This is an optimization exercise on Yosys and OpenROAD, whose aim is small area, a short achievable clock period and few clock cycles per item, not a production implementation.
In this exercise RTL edits were held to simulation tests only and were not proved equivalent to the original.
Power figures rest on the tool's default switching activity, not on a simulated workload.

==> run a: inputs <==
// sat_top
module sat_top (
    input  wire logic        clk,
    input  wire logic        rst_n,
    input  wire logic        req_valid,
    output logic             req_ready,
    input  wire logic [2:0]  req_op,
    input  wire logic [63:0] req_node_iid,
    input  wire logic [7:0]  req_report_status,
    input  wire logic [5:0]  req_entry_index,
    output logic             rsp_valid,
    input  wire logic        rsp_ready,
    output logic [2:0]       rsp_result_code,
    output logic [6:0]       rsp_member_count,
    output logic             rsp_window_open,
    output logic             rsp_admission_done,
    output logic [6:0]       rsp_accepted_total,
    output logic [6:0]       rsp_rejected_total,
    output logic [6:0]       rsp_silent_total,
    output logic             rsp_table_empty,
    output logic [5:0]       rsp_match_index,
    input  wire logic        cfg_valid,
    output logic             cfg_ready,
    input  wire logic [7:0]  cfg_index,
    input  wire logic [15:0] cfg_data
);
    sat_pkg::sat_req_t req;
    sat_pkg::sat_rsp_t rsp;
    assign req.op            = req_op;
    assign req.node_iid      = req_node_iid;
    assign req.report_status = req_report_status;
    assign req.entry_index   = req_entry_index;
    assign rsp_result_code    = rsp.result_code;
    assign rsp_member_count   = rsp.member_count;
    assign rsp_window_open    = rsp.window_open;
    assign rsp_admission_done = rsp.admission_done;
    assign rsp_accepted_total = rsp.accepted_total;
    assign rsp_rejected_total = rsp.rejected_total;
    assign rsp_silent_total   = rsp.silent_total;
    assign rsp_table_empty    = rsp.table_empty;
    assign rsp_match_index    = rsp.match_index;
  ...
Settings: LEC_CHECK=0, CAP_MARGIN=20, CORE_MARGIN=2, CORE_UTILIZATION=40, SLEW_MARGIN=20; clock period 5.0 ns.
run.sh (not shown) runs the stock make flow with config.mk's settings and CLKGATE_MAP_FILE= SYNTH_SCRIPT=/design/flow/synth_recipe.tcl, a recipe that flattens the netlist after the stock synthesis.
==> inputs of run b, as changes to run a <==
--- a/flow/design.v
+++ b/flow/design.v
@@ -99,36 +99,37 @@
     localparam int NP = N * (N - 1) / 2;
     localparam logic [CW-1:0] FULL_COUNT = CW'(N);
     function automatic int pidx(input int p, input int q);
         pidx = p * N - (p * (p + 1)) / 2 + (q - p - 1);
     endfunction
     logic [N-1:0]  occ_reg, rep_reg, acc_reg;
     logic [NP-1:0] ord_reg;
-    logic [CW-1:0] count_reg, nacc_reg, nrej_reg;
+    logic [AW-1:0] rank_reg [N];
+    logic [N-1:0]  drop_reg;
+    logic [CW-1:0] count_reg, vcount_reg, nacc_reg, nrej_reg;
     logic          window_reg;
     logic [15:0]   countdown_reg;
-    logic          walking_reg;
-    logic [N-1:0]  wv_reg;
-    logic [AW-1:0] wk_reg;
     logic          r_valid;
     logic          r_clear, r_add, r_begin, r_report, r_tick, r_cancel, r_remove;
     logic [N-1:0]  r_match;
     logic [N-1:0]  r_slot;
     logic          r_eq;
     logic [5:0]    r_idx;
     logic              rsp_valid_reg;
     sat_pkg::sat_rsp_t rsp_reg;
+    logic          dropping;
     logic          r_may_free;
     logic [N-1:0]  occ_c, free_c, slot_in;
     logic          cons_full, stall_add;
-    logic          rsp_free, go, adv, fire;
+    logic          rsp_free, hold, adv, fire;
     logic [N-1:0]  we, match_in;
-    logic          walk_more;
-    assign r_may_free = r_valid && (r_clear || r_report || r_tick || r_remove);
-    assign occ_c      = occ_reg | ((r_valid && r_add) ? r_slot : '0);
+    assign dropping = |drop_reg;
+    assign r_may_free = dropping ||
+                        (r_valid && (r_clear || r_report || r_tick || r_remove));
+    assign occ_c      = occ_reg | drop_reg | ((r_valid && r_add) ? r_slot : '0);
     assign free_c     = ~occ_c;
     assign cons_full  = ~|free_c;
     always_comb
     begin
         for (int i = 0; i < N; i++)
         begin
             slot_in[i] = free_c[i];
@@ -136,16 +137,16 @@
             begin
                 slot_in[i] = slot_in[i] & ~free_c[j];
             end
         end
     end
     assign stall_add = (req.op == sat_pkg::OP_ADD) && cons_full && r_may_free;
     assign rsp_free  = !rsp_valid_reg || rsp_ready;
-    assign go        = r_valid && rsp_free;
-    assign adv       = go && !walk_more;
+    assign hold      = dropping && (r_remove || (r_report && window_reg));
+    assign adv       = r_valid && rsp_free && !hold;
     assign req_ready = (!r_valid || adv) && !stall_add;
     assign fire      = req_valid && req_ready;
     assign we        = (fire && req.op == sat_pkg::OP_ADD) ? slot_in : '0;
     sat_id_ram #(
         .DEPTH (N)
     ) u_ids (
         .clk   (clk),
@@ -182,24 +183,23 @@
             r_remove <= req.op == sat_pkg::OP_REMOVE;
             r_match  <= match_in;
             r_slot   <= slot_in;
             r_eq     <= req.report_status == accepted_code;
             r_idx    <= req.entry_index;
         end
     end
-    logic [N-1:0]  sel, first, win, before_win;
-    logic [AW-1:0] rank;
-    logic          any, rep_w, acc_w;
+    logic [N-1:0]  sel, first, win, tgt;
+    logic [AW-1:0] win_rank;
+    logic          any, rep_w, tgt_rep, tgt_acc;
     logic          found, rep_ok, one_left, close_rep, cd_last, close_tick, close;
     logic          eq_ok, rej_ok;
     logic [N-1:0]  acc_u;
     logic [CW-1:0] acc_total, rej_total, sil_total;
     logic          bad_idx, full, add_ok, rm_now;
-    logic [AW-1:0] rr;
-    assign sel = occ_reg & (r_remove ? ~wv_reg : r_match);
+    assign sel = occ_reg & r_match;
     always_comb
     begin
         for (int q = 0; q < N; q++)
         begin
             first[q] = 1'b1;
             for (int p = 0; p < N; p++)
             begin
@@ -210,38 +210,28 @@
                 else if (p > q)
                 begin
                     first[q] = first[q] & (~sel[p] | ord_reg[pidx(q, p)]);
                 end
             end
         end
     end
-    assign win        = sel & first;
-    assign before_win = occ_reg & ~sel & first;
+    assign win = sel & first;
     always_comb
     begin
-        logic [1:0] s2 [8];
-        logic [2:0] s4 [4];
-        logic [3:0] s8 [2];
-        for (int i = 0; i < 8; i++)
-        begin
-            s2[i] = {1'b0, before_win[2 * i]} + {1'b0, before_win[2 * i + 1]};
-        end
-        for (int i = 0; i < 4; i++)
-        begin
-            s4[i] = {1'b0, s2[2 * i]} + {1'b0, s2[2 * i + 1]};
-        end
-        for (int i = 0; i < 2; i++)
+        win_rank = '0;
+        for (int p = 0; p < N; p++)
         begin
-            s8[i] = {1'b0, s4[2 * i]} + {1'b0, s4[2 * i + 1]};
+            win_rank = win_rank | (win[p] ? rank_reg[p] : '0);
+            tgt[p]   = occ_reg[p] && rank_reg[p] == r_idx[AW-1:0];
         end
-        rank = s8[0] + s8[1];
     end
     assign any        = |sel;
     assign rep_w      = |(win & rep_reg);
-    assign acc_w      = |(win & acc_reg);
+    assign tgt_rep    = |(tgt & rep_reg);
+    assign tgt_acc    = |(tgt & acc_reg);
     assign found      = r_report && window_reg && any;
     assign rep_ok     = found && !rep_w;
     assign eq_ok      = rep_ok && r_eq;
     assign rej_ok     = rep_ok && !r_eq;
     assign one_left   = {1'b0, nacc_reg} + {1'b0, nrej_reg} + 1'b1 == {1'b0, count_reg};
     assign close_rep  = rep_ok && one_left;
     assign cd_last    = countdown_reg[15:1] == '0;
@@ -249,20 +239,18 @@
     assign close      = close_rep || close_tick;
     assign acc_u      = acc_reg | (eq_ok ? win : '0);
     assign acc_total = close_rep ? (r_eq ? nacc_reg + 1'b1 : nacc_reg) :
                        close_tick ? nacc_reg : '0;
     assign rej_total = close_rep ? (r_eq ? nrej_reg : nrej_reg + 1'b1) :
                        close_tick ? nrej_reg : '0;
     assign sil_total = close_tick ? count_reg - nacc_reg - nrej_reg : '0;
-    assign bad_idx   = r_idx >= 6'(count_reg);
-    assign full      = count_reg == FULL_COUNT;
-    assign add_ok    = r_add && !full;
-    assign rr        = walking_reg ? wk_reg : r_idx[AW-1:0];
-    assign rm_now    = r_remove && !bad_idx && rr == '0;
-    assign walk_more = r_remove && !bad_idx && rr != '0;
+    assign bad_idx = r_idx >= 6'(count_reg);
+    assign full    = count_reg == FULL_COUNT;
+    assign add_ok  = r_add && !full;
+    assign rm_now  = r_remove && !bad_idx;
     logic [N-1:0]  occ_next, rep_next, acc_next;
     logic [CW-1:0] count_next, nacc_next, nrej_next;
     logic          window_next;
     logic [15:0]   countdown_next;
     sat_pkg::rc_t  rc;
     always_comb
     begin
@@ -352,74 +340,116 @@
         end
         if (r_remove)
         begin
             if (bad_idx)
             begin
                 rc = sat_pkg::RC_BADIDX;
             end
-            else if (rm_now)
+            else
             begin
-                occ_next   = occ_reg & ~win;
+                occ_next   = occ_reg & ~tgt;
                 count_next = count_reg - 1'b1;
-                nacc_next  = nacc_reg - CW'(acc_w);
-                nrej_next  = nrej_reg - CW'(rep_w && !acc_w);
+                nacc_next  = nacc_reg - CW'(tgt_acc);
+                nrej_next  = nrej_reg - CW'(tgt_rep && !tgt_acc);
             end
         end
     end
     always_ff @(posedge clk or negedge rst_n)
     begin
         if (!rst_n)
         begin
-            occ_reg     <= '0;
-            count_reg   <= '0;
-            nacc_reg    <= '0;
-            nrej_reg    <= '0;
-            window_reg  <= 1'b0;
-            walking_reg <= 1'b0;
-            wv_reg      <= '0;
-        end
-        else if (go)
-        begin
-            if (adv)
-            begin
-                occ_reg    <= occ_next;
-                count_reg  <= count_next;
-                nacc_reg   <= nacc_next;
-                nrej_reg   <= nrej_next;
-                window_reg <= window_next;
-            end
-            walking_reg <= walk_more;
-            wv_reg      <= walk_more ? (wv_reg | win) : '0;
+            occ_reg    <= '0;
+            count_reg  <= '0;
+            nacc_reg   <= '0;
+            nrej_reg   <= '0;
+            window_reg <= 1'b0;
+        end
+        else if (adv)
+        begin
+            occ_reg    <= occ_next;
+            count_reg  <= count_next;
+            nacc_reg   <= nacc_next;
+            nrej_reg   <= nrej_next;
+            window_reg <= window_next;
         end
     end
     always_ff @(posedge clk)
     begin
         if (adv)
         begin
             rep_reg       <= rep_next;
             acc_reg       <= acc_next;
             countdown_reg <= countdown_next;
         end
-        if (go && walk_more)
-        begin
-            wk_reg <= rr - 1'b1;
-        end
     end
     logic [N-1:0] ord_set;
     assign ord_set = (adv && add_ok) ? r_slot : '0;
     always_ff @(posedge clk)
     begin
         for (int p = 0; p < N; p++)
         begin
             for (int q = p + 1; q < N; q++)
             begin
                 ord_reg[pidx(p, q)] <= (ord_reg[pidx(p, q)] & ~ord_set[p]) | ord_set[q];
             end
         end
     end
+    logic [N-1:0]  dpick;
+    logic [AW-1:0] d_rank, dec_idx;
+    logic          dec_go, clear_go;
+    logic [CW-1:0] new_rank;
+    always_comb
+    begin
+        d_rank = '0;
+        for (int i = 0; i < N; i++)
+        begin
+            dpick[i] = drop_reg[i];
+            for (int j = 0; j < i; j++)
+            begin
+                dpick[i] = dpick[i] & ~drop_reg[j];
+            end
+            d_rank = d_rank | (dpick[i] ? rank_reg[i] : '0);
+        end
+    end
+    assign clear_go = adv && r_clear;
+    assign dec_go   = dropping || (adv && rm_now);
+    assign dec_idx  = dropping ? d_rank : r_idx[AW-1:0];
+    assign new_rank = vcount_reg - CW'(dropping);
+    always_ff @(posedge clk)
+    begin
+        for (int p = 0; p < N; p++)
+        begin
+            if (ord_set[p])
+            begin
+                rank_reg[p] <= new_rank[AW-1:0];
+            end
+            else if (dec_go && rank_reg[p] > dec_idx)
+            begin
+                rank_reg[p] <= rank_reg[p] - 1'b1;
+            end
+        end
+    end
+    always_ff @(posedge clk or negedge rst_n)
+    begin
+        if (!rst_n)
+        begin
+            drop_reg   <= '0;
+            vcount_reg <= '0;
+        end
+        else if (clear_go)
+        begin
+            drop_reg   <= '0;
+            vcount_reg <= '0;
+        end
+        else
+        begin
+            drop_reg   <= (drop_reg & ~dpick) | ((adv && close) ? occ_reg & ~acc_u : '0);
+            vcount_reg <= vcount_reg + CW'(adv && add_ok) - CW'(dec_go);
+        end
+    end
     always_ff @(posedge clk or negedge rst_n)
     begin
         if (!rst_n)
         begin
             rsp_valid_reg <= 1'b0;
         end
         else if (adv)
@@ -440,15 +470,15 @@
             rsp_reg.window_open    <= window_next;
             rsp_reg.admission_done <= close;
             rsp_reg.accepted_total <= 7'(acc_total);
             rsp_reg.rejected_total <= 7'(rej_total);
             rsp_reg.silent_total   <= 7'(sil_total);
             rsp_reg.table_empty    <= (close && acc_total == '0) ||
                                       (rm_now && count_reg == CW'(1));
-            rsp_reg.match_index    <= found ? 6'(rank) : '0;
+            rsp_reg.match_index    <= found ? 6'(win_rank) : '0;
         end
     end
     assign rsp_valid = rsp_valid_reg;
     assign rsp       = rsp_reg;
 endmodule
 `default_nettype wire
 `default_nettype none
==> inputs of run c, as changes to run a <==
--- a/flow/design.v
+++ b/flow/design.v
@@ -116,15 +116,16 @@
     logic          r_eq;
     logic [5:0]    r_idx;
     logic              rsp_valid_reg;
     sat_pkg::sat_rsp_t rsp_reg;
     logic          r_may_free;
     logic [N-1:0]  occ_c, free_c, slot_in;
     logic          cons_full, stall_add;
-    logic          rsp_free, go, adv, fire;
+    logic          rsp_free, s3_free, go, adv, fire;
+    logic          s3_valid;
     logic [N-1:0]  we, match_in;
     logic          walk_more;
     assign r_may_free = r_valid && (r_clear || r_report || r_tick || r_remove);
     assign occ_c      = occ_reg | ((r_valid && r_add) ? r_slot : '0);
     assign free_c     = ~occ_c;
     assign cons_full  = ~|free_c;
     always_comb
@@ -136,15 +137,16 @@
             begin
                 slot_in[i] = slot_in[i] & ~free_c[j];
             end
         end
     end
     assign stall_add = (req.op == sat_pkg::OP_ADD) && cons_full && r_may_free;
     assign rsp_free  = !rsp_valid_reg || rsp_ready;
-    assign go        = r_valid && rsp_free;
+    assign s3_free   = !s3_valid || rsp_free;
+    assign go        = r_valid && s3_free;
     assign adv       = go && !walk_more;
     assign req_ready = (!r_valid || adv) && !stall_add;
     assign fire      = req_valid && req_ready;
     assign we        = (fire && req.op == sat_pkg::OP_ADD) ? slot_in : '0;
     sat_id_ram #(
         .DEPTH (N)
     ) u_ids (
@@ -183,15 +185,14 @@
             r_match  <= match_in;
             r_slot   <= slot_in;
             r_eq     <= req.report_status == accepted_code;
             r_idx    <= req.entry_index;
         end
     end
     logic [N-1:0]  sel, first, win, before_win;
-    logic [AW-1:0] rank;
     logic          any, rep_w, acc_w;
     logic          found, rep_ok, one_left, close_rep, cd_last, close_tick, close;
     logic          eq_ok, rej_ok;
     logic [N-1:0]  acc_u;
     logic [CW-1:0] acc_total, rej_total, sil_total;
     logic          bad_idx, full, add_ok, rm_now;
     logic [AW-1:0] rr;
@@ -212,33 +213,14 @@
                     first[q] = first[q] & (~sel[p] | ord_reg[pidx(q, p)]);
                 end
             end
         end
     end
     assign win        = sel & first;
     assign before_win = occ_reg & ~sel & first;
-    always_comb
-    begin
-        logic [1:0] s2 [8];
-        logic [2:0] s4 [4];
-        logic [3:0] s8 [2];
-        for (int i = 0; i < 8; i++)
-        begin
-            s2[i] = {1'b0, before_win[2 * i]} + {1'b0, before_win[2 * i + 1]};
-        end
-        for (int i = 0; i < 4; i++)
-        begin
-            s4[i] = {1'b0, s2[2 * i]} + {1'b0, s2[2 * i + 1]};
-        end
-        for (int i = 0; i < 2; i++)
-        begin
-            s8[i] = {1'b0, s4[2 * i]} + {1'b0, s4[2 * i + 1]};
-        end
-        rank = s8[0] + s8[1];
-    end
     assign any        = |sel;
     assign rep_w      = |(win & rep_reg);
     assign acc_w      = |(win & acc_reg);
     assign found      = r_report && window_reg && any;
     assign rep_ok     = found && !rep_w;
     assign eq_ok      = rep_ok && r_eq;
     assign rej_ok     = rep_ok && !r_eq;
@@ -412,43 +394,91 @@
         begin
             for (int q = p + 1; q < N; q++)
             begin
                 ord_reg[pidx(p, q)] <= (ord_reg[pidx(p, q)] & ~ord_set[p]) | ord_set[q];
             end
         end
     end
+    sat_pkg::sat_rsp_t s3_rsp;
+    logic              s3_found;
+    logic [N-1:0]      s3_before;
+    logic [AW-1:0]     rank;
     always_ff @(posedge clk or negedge rst_n)
     begin
         if (!rst_n)
         begin
-            rsp_valid_reg <= 1'b0;
+            s3_valid <= 1'b0;
         end
         else if (adv)
         begin
+            s3_valid <= 1'b1;
+        end
+        else if (rsp_free)
+        begin
+            s3_valid <= 1'b0;
+        end
+    end
+    always_ff @(posedge clk)
+    begin
+        if (adv)
+        begin
+            s3_rsp.result_code    <= rc;
+            s3_rsp.member_count   <= 7'(count_next);
+            s3_rsp.window_open    <= window_next;
+            s3_rsp.admission_done <= close;
+            s3_rsp.accepted_total <= 7'(acc_total);
+            s3_rsp.rejected_total <= 7'(rej_total);
+            s3_rsp.silent_total   <= 7'(sil_total);
+            s3_rsp.table_empty    <= (close && acc_total == '0) ||
+                                     (rm_now && count_reg == CW'(1));
+            s3_rsp.match_index    <= '0;
+            s3_found              <= found;
+            s3_before             <= before_win;
+        end
+    end
+    always_comb
+    begin
+        logic [1:0] s2 [8];
+        logic [2:0] s4 [4];
+        logic [3:0] s8 [2];
+        for (int i = 0; i < 8; i++)
+        begin
+            s2[i] = {1'b0, s3_before[2 * i]} + {1'b0, s3_before[2 * i + 1]};
+        end
+        for (int i = 0; i < 4; i++)
+        begin
+            s4[i] = {1'b0, s2[2 * i]} + {1'b0, s2[2 * i + 1]};
+        end
+        for (int i = 0; i < 2; i++)
+        begin
+            s8[i] = {1'b0, s4[2 * i]} + {1'b0, s4[2 * i + 1]};
+        end
+        rank = s8[0] + s8[1];
+    end
+    always_ff @(posedge clk or negedge rst_n)
+    begin
+        if (!rst_n)
+        begin
+            rsp_valid_reg <= 1'b0;
+        end
+        else if (s3_valid && rsp_free)
+        begin
             rsp_valid_reg <= 1'b1;
         end
         else if (rsp_ready)
         begin
             rsp_valid_reg <= 1'b0;
         end
     end
     always_ff @(posedge clk)
     begin
-        if (adv)
+        if (s3_valid && rsp_free)
         begin
-            rsp_reg.result_code    <= rc;
-            rsp_reg.member_count   <= 7'(count_next);
-            rsp_reg.window_open    <= window_next;
-            rsp_reg.admission_done <= close;
-            rsp_reg.accepted_total <= 7'(acc_total);
-            rsp_reg.rejected_total <= 7'(rej_total);
-            rsp_reg.silent_total   <= 7'(sil_total);
-            rsp_reg.table_empty    <= (close && acc_total == '0) ||
-                                      (rm_now && count_reg == CW'(1));
-            rsp_reg.match_index    <= found ? 6'(rank) : '0;
+            rsp_reg             <= s3_rsp;
+            rsp_reg.match_index <= s3_found ? 6'(rank) : '0;
         end
     end
     assign rsp_valid = rsp_valid_reg;
     assign rsp       = rsp_reg;
 endmodule
 `default_nettype wire
 `default_nettype none
==> qor summary <==
Power consumed by combinational cells: run b 7.50 mW; run a 8.90 mW; run c 7.91 mW
DR WL met3: run b 15100 µm; run a 12500 µm; run c 10100 µm
Vias in the first global route: run b 42000; run a 37600; run c 36700
Buffer count from post-CTS setup fixing: run b 2; run a 9; run c 2
1st-iter DRT viols: run b 5001; run a 4240; run c 3753
Number of tap cells inserted: run b 2175; run a 1930; run c 2030
Multi-In Gates: run b 3278; run a 2752; run c 2825
Net Sw Frac: run b 32.5%; run a 32.1%; run c 32.1%
Status: run b no timing/DRC/antenna violations; run a finished with violations; run c no timing/DRC/antenna violations
Violated checks: run b -; run a negative setup slack; run c -
Leakage power: run b 27.8 nW; run a 26.4 nW; run c 25.8 nW
Clock latency of the later-clocked register in the worst-skew pair: run b 0.82 ns; run a 0.79 ns; run c 0.81 ns
Synth-to-layout area growth: run b 15.7%; run a 20.4%; run c 15.6%
Max_slew headroom: run b 22.9%; run a 24.1%; run c 21.0%
Testbench counts of run a, summed over its fixed seeds: cycles 5,053, items 4,723.
Testbench counts of run b, summed over its fixed seeds: cycles 4,785, items 4,723.
Testbench counts of run c, summed over its fixed seeds: cycles 5,061, items 4,723.

-- port drivers added, routing unchanged --
How much do the figures lean on ideal ports? The routed layouts below were timed once more, with nothing changed but the port constraints. Step 1: set_driving_cell puts a clkbuf_16 on clk and a buf_2 on each other input, an assumption about the parent block. Step 2 moves the port delays by t, midway between the first and last clock arrival at a register: inputs arrive t later, outputs are due t later. That takes back most of the time a late clock gives input paths. a / b / c = ideal ports / drivers / drivers and shift; a / b = the first two.
| run | shift t [ns] | setup WS [ns] | worst setup path at the end | worst register clock-pin slew, ns | worst data-port slew with drivers (ns) |
|---|---|---|---|---|---|
| run a | 0.843 | -0.271 / -0.271 / -0.271 | register to register | 0.06 / 0.06 | 0.05 |
| run b | 0.869 | 0.116 / 0.033 / 0.297 | register to register | 0.07 / 0.07 | 0.05 |
| run c | 0.851 | 0.447 / 0.447 / 0.447 | register to register | 0.06 / 0.06 | 0.06 |
